This is an optimization exercise on Yosys and OpenROAD, whose aim is small area and a short achievable clock period, not a production implementation. Function was checked by simulation only, so behaviour that the tests miss may differ from the original.

==> 06-02 <==
// prog_delay_line
module prog_delay_line #(
  parameter  int WIDTH = 8,
  parameter  int DEPTH = 256,
  localparam int AW    = $clog2(DEPTH)
) (
  input  logic             clk,
  input  logic             rst,
  input  logic             shift_enable,
  input  logic [WIDTH-1:0] data_in,
  input  logic             cfg_load,
  input  logic [AW:0]      delay_cfg,
  input  logic             flush,
  output logic [WIDTH-1:0] data_out,
  output logic             out_valid,
  output logic [AW:0]      cur_delay
);
==> module prog_delay_line, before the edit <==
module prog_delay_line #(
  parameter  int WIDTH = 8,
  parameter  int DEPTH = 256,
  localparam int AW    = $clog2(DEPTH)
) (
  input  logic             clk,
  input  logic             rst,
  input  logic             shift_enable,
  input  logic [WIDTH-1:0] data_in,
  input  logic             cfg_load,
  input  logic [AW:0]      delay_cfg,
  input  logic             flush,
  output logic [WIDTH-1:0] data_out,
  output logic             out_valid,
  output logic [AW:0]      cur_delay
);
  logic [WIDTH-1:0] tap [DEPTH-1];
  logic [AW:0]      cur_delay_q;
  logic [AW:0]      need_q, need_d;    
  logic [WIDTH-1:0] data_out_q, data_out_d;
  logic             out_valid_q, out_valid_d;
  logic [AW:0]      cfg_clamped;
  logic [AW:0]      d_eff;
  logic [AW:0]      need_base;
  logic             hit;
  logic             d_is_1;
  logic [WIDTH-1:0] rd_data;
  always_comb begin
    cfg_clamped = delay_cfg;
    if (delay_cfg == '0) begin
      cfg_clamped = (AW+1)'(1);
    end else if (delay_cfg > (AW+1)'(DEPTH)) begin
      cfg_clamped = (AW+1)'(DEPTH);
    end
  end
  assign d_eff = cfg_load ? cfg_clamped : cur_delay_q;
  assign d_is_1    = cfg_load ? (delay_cfg[AW:1] == '0) : (cur_delay_q == (AW+1)'(1));
  assign need_base = cfg_load ? cfg_clamped : (flush ? cur_delay_q : need_q);
  assign hit       = cfg_load ? d_is_1 : (flush ? (cur_delay_q == (AW+1)'(1)) : (need_q[AW:1] == '0));
  logic [WIDTH-1:0] rd_arr [DEPTH];
  always_comb begin
    rd_arr[0] = tap[DEPTH-2];
    rd_arr[1] = tap[DEPTH-2];
    for (int i = 2; i < DEPTH; i++) rd_arr[i] = tap[i-2];
  end
  logic [WIDTH-1:0] l1 [DEPTH/4];
  logic [WIDTH-1:0] l2 [DEPTH/16];
  logic [WIDTH-1:0] l3 [DEPTH/64];
  always_comb begin
    for (int i = 0; i < DEPTH/4; i++)  l1[i] = rd_arr[4*i + int'(cur_delay_q[1:0])];
    for (int i = 0; i < DEPTH/16; i++) l2[i] = l1[4*i + int'(cur_delay_q[3:2])];
    for (int i = 0; i < DEPTH/64; i++) l3[i] = l2[4*i + int'(cur_delay_q[5:4])];
    rd_data = l3[int'(cur_delay_q[7:6])];
  end
  always_comb begin
    need_d      = need_base;
    data_out_d  = data_out_q;
    out_valid_d = out_valid_q;
    if (cfg_load | flush) begin
      data_out_d  = '0;
      out_valid_d = 1'b0;
    end
    if (shift_enable) begin
      need_d = (need_base == '0) ? '0 : need_base - (AW+1)'(1);
      if (hit) begin
        out_valid_d = 1'b1;
        data_out_d  = d_is_1 ? data_in : rd_data;
      end else begin
        out_valid_d = 1'b0;
        data_out_d  = '0;
      end
    end
  end
  always_ff @(posedge clk) begin
    if (rst) begin
      need_q      <= (AW+1)'(DEPTH);
      cur_delay_q <= (AW+1)'(DEPTH);
      data_out_q  <= '0;
      out_valid_q <= 1'b0;
    end else begin
      need_q      <= need_d;
      cur_delay_q <= d_eff;
      data_out_q  <= data_out_d;
      out_valid_q <= out_valid_d;
    end
  end
  always_ff @(posedge clk) begin
    if (shift_enable) begin
      tap[0] <= data_in;
      for (int k = 1; k < DEPTH-1; k++) tap[k] <= tap[k-1];
    end
  end
  assign data_out  = data_out_q;
  assign out_valid = out_valid_q;
  assign cur_delay = cur_delay_q;
endmodule
==> flow/config.mk <==
export PLATFORM = sky130hd
export DESIGN_NAME = prog_delay_line
export DESIGN_NICKNAME = prog_delay_line
export VERILOG_FILES = /design/flow/design.v
export SDC_FILE = /design/flow/constraint.sdc
export NUM_CORES = 4
export LEC_CHECK = 0
export CAP_MARGIN = 20
export CORE_MARGIN = 2
export CORE_UTILIZATION = 40
export SETUP_SLACK_MARGIN = 3.0
export SLEW_MARGIN = 20
==> flow/constraint.sdc <==
create_clock -name core_clock -period 6.0 [get_ports {clk}]
set_input_delay 1.2000 -clock core_clock [delete_from_list [all_inputs] [get_ports {clk}]]
set_output_delay 1.2000 -clock core_clock [all_outputs]
set_load 0.01 [all_outputs]
run.sh (not shown) runs the stock make flow with config.mk's settings and CLKGATE_MAP_FILE= SYNTH_SCRIPT=/design/flow/synth_recipe.tcl, a recipe that flattens the netlist after the stock synthesis.
==> 03-01 (differences from 06-02) <==
--- a/flow/design.v
+++ b/flow/design.v
@@ -15,5 +15,7 @@
   output logic [AW:0]      cur_delay
 );
-  logic [WIDTH-1:0] tap [DEPTH-1];
+  localparam int G  = 16;           
+  localparam int NR = DEPTH / G;    
+  logic [WIDTH-1:0] chain [DEPTH-1];
   logic [AW:0]      cur_delay_q;
   logic [AW:0]      need_q, need_d;    
@@ -22,4 +24,6 @@
   logic [AW:0]      cfg_clamped;
   logic [AW:0]      d_eff;
+  logic [AW-1:0]    e_eff;             
+  logic [3:0]       ins_row;
   logic [AW:0]      need_base;
   logic             hit;
@@ -35,22 +39,14 @@
   end
   assign d_eff = cfg_load ? cfg_clamped : cur_delay_q;
+  assign e_eff   = d_eff[AW-1:0] - AW'(1);
+  assign ins_row = ~e_eff[AW-1:4];
+  logic [WIDTH-1:0] rd_arr [G];
+  always_comb begin
+    for (int m = 0; m < G; m++) rd_arr[m] = chain[DEPTH - 1 - G + ((m + G - 1) % G)];
+  end
+  assign rd_data = rd_arr[cur_delay_q[3:0]];
   assign d_is_1    = cfg_load ? (delay_cfg[AW:1] == '0) : (cur_delay_q == (AW+1)'(1));
   assign need_base = cfg_load ? cfg_clamped : (flush ? cur_delay_q : need_q);
   assign hit       = cfg_load ? d_is_1 : (flush ? (cur_delay_q == (AW+1)'(1)) : (need_q[AW:1] == '0));
-  logic [WIDTH-1:0] rd_arr [DEPTH];
-  always_comb begin
-    rd_arr[0] = tap[DEPTH-2];
-    rd_arr[1] = tap[DEPTH-2];
-    for (int i = 2; i < DEPTH; i++) rd_arr[i] = tap[i-2];
-  end
-  logic [WIDTH-1:0] l1 [DEPTH/4];
-  logic [WIDTH-1:0] l2 [DEPTH/16];
-  logic [WIDTH-1:0] l3 [DEPTH/64];
-  always_comb begin
-    for (int i = 0; i < DEPTH/4; i++)  l1[i] = rd_arr[4*i + int'(cur_delay_q[1:0])];
-    for (int i = 0; i < DEPTH/16; i++) l2[i] = l1[4*i + int'(cur_delay_q[3:2])];
-    for (int i = 0; i < DEPTH/64; i++) l3[i] = l2[4*i + int'(cur_delay_q[5:4])];
-    rd_data = l3[int'(cur_delay_q[7:6])];
-  end
   always_comb begin
     need_d      = need_base;
@@ -87,6 +83,9 @@
   always_ff @(posedge clk) begin
     if (shift_enable) begin
-      tap[0] <= data_in;
-      for (int k = 1; k < DEPTH-1; k++) tap[k] <= tap[k-1];
+      chain[0] <= data_in;
+      for (int s = 1; s < DEPTH-1; s++) begin
+        if (s % G == 0 && ins_row == 4'(s / G)) chain[s] <= data_in;
+        else                                    chain[s] <= chain[s-1];
+      end
     end
   end
- CORE_UTILIZATION: 40 -> 65
- CTS_BUF_LIST: not set -> sky130_fd_sc_hd__clkbuf_8
- CTS_CLUSTER_SIZE: not set -> 20
- PLACE_DENSITY: not set -> 0.75
- SETUP_SLACK_MARGIN: 3.0 -> 3.4
==> notes <==
03-01 ran to the end with no violations. 06-02 finished with timing, DRC and antenna clean. Of 03-01 and 06-02, 06-02 has the higher via count (gap 32%, measured against 06-02). In 06-02 the first-iteration DRC count is larger than in 03-01, by 80%. Of 06-02 and 03-01, 06-02 has the higher area after synthesis (gap 21%, measured against 03-01). Critical path depth: 03-01 is lower than 06-02 (7).
==> figures <==
|  | 03-01 | 06-02 |
|---|---|---|
| Outcome | finished clean | finished clean |
| # diodes | 4 | 1 |
| Count of clock-net buffers in the final layout | 322 | 268 |
| Portion of netlist area occupied by mux cells | 2.71% | 16.5% |
| Final worst path period share | 44.7% | 49.2% |
| Shortest clock period the worst path allows after layout | 2680 ps | 2950 ps |
| Fraction of final layout cells sized beyond drive strength 1 | 22.1% | 26.9% |
| Grt met3 use | 4.53% | 2.88% |
| Buffers inserted during post-CTS setup optimization | 34 | 39 |
| Reg-to-Reg Start | cur_delay_q[2]$_SDFF_PP0_ | cur_delay_q[0]$_SDFFE_PP0P_ |

separate check: timing with driven ports:
How much do the figures lean on ideal ports? The routed layouts below were timed once more, with nothing changed but the port constraints.
Step 1, drivers: a clkbuf_16 drives clk and a buf_2 each remaining input, both assumed.
Step 2 moves the port delays by t, midway between the first and last clock arrival at a register: inputs arrive t later, outputs are due t later. That takes back most of the time a late clock gives input paths.
a / b / c = no drivers / after step 1 / after step 2; a / b = the first two.
| run | t (ns) | setup WS [ns] | hold WS [ns] | slew at the worst register clock pin (ns) | worst data-port slew with drivers (ns) |
|---|---|---|---|---|---|
| 06-02 | 0.915 | 3.048 / 3.010 / 2.385 | 0.388 / 0.388 / 0.388 | 0.07 / 0.07 | 0.11 |
| 03-01 | 0.998 | 3.317 / 3.251 / 2.431 | 0.341 / 0.341 / 0.341 | 0.08 / 0.08 | 0.18 |
After both steps setup and hold are still met in every run listed. The setup slack of 03-01, which loses most, moves by -0.066 ns with the drivers and by -0.886 ns with both steps.
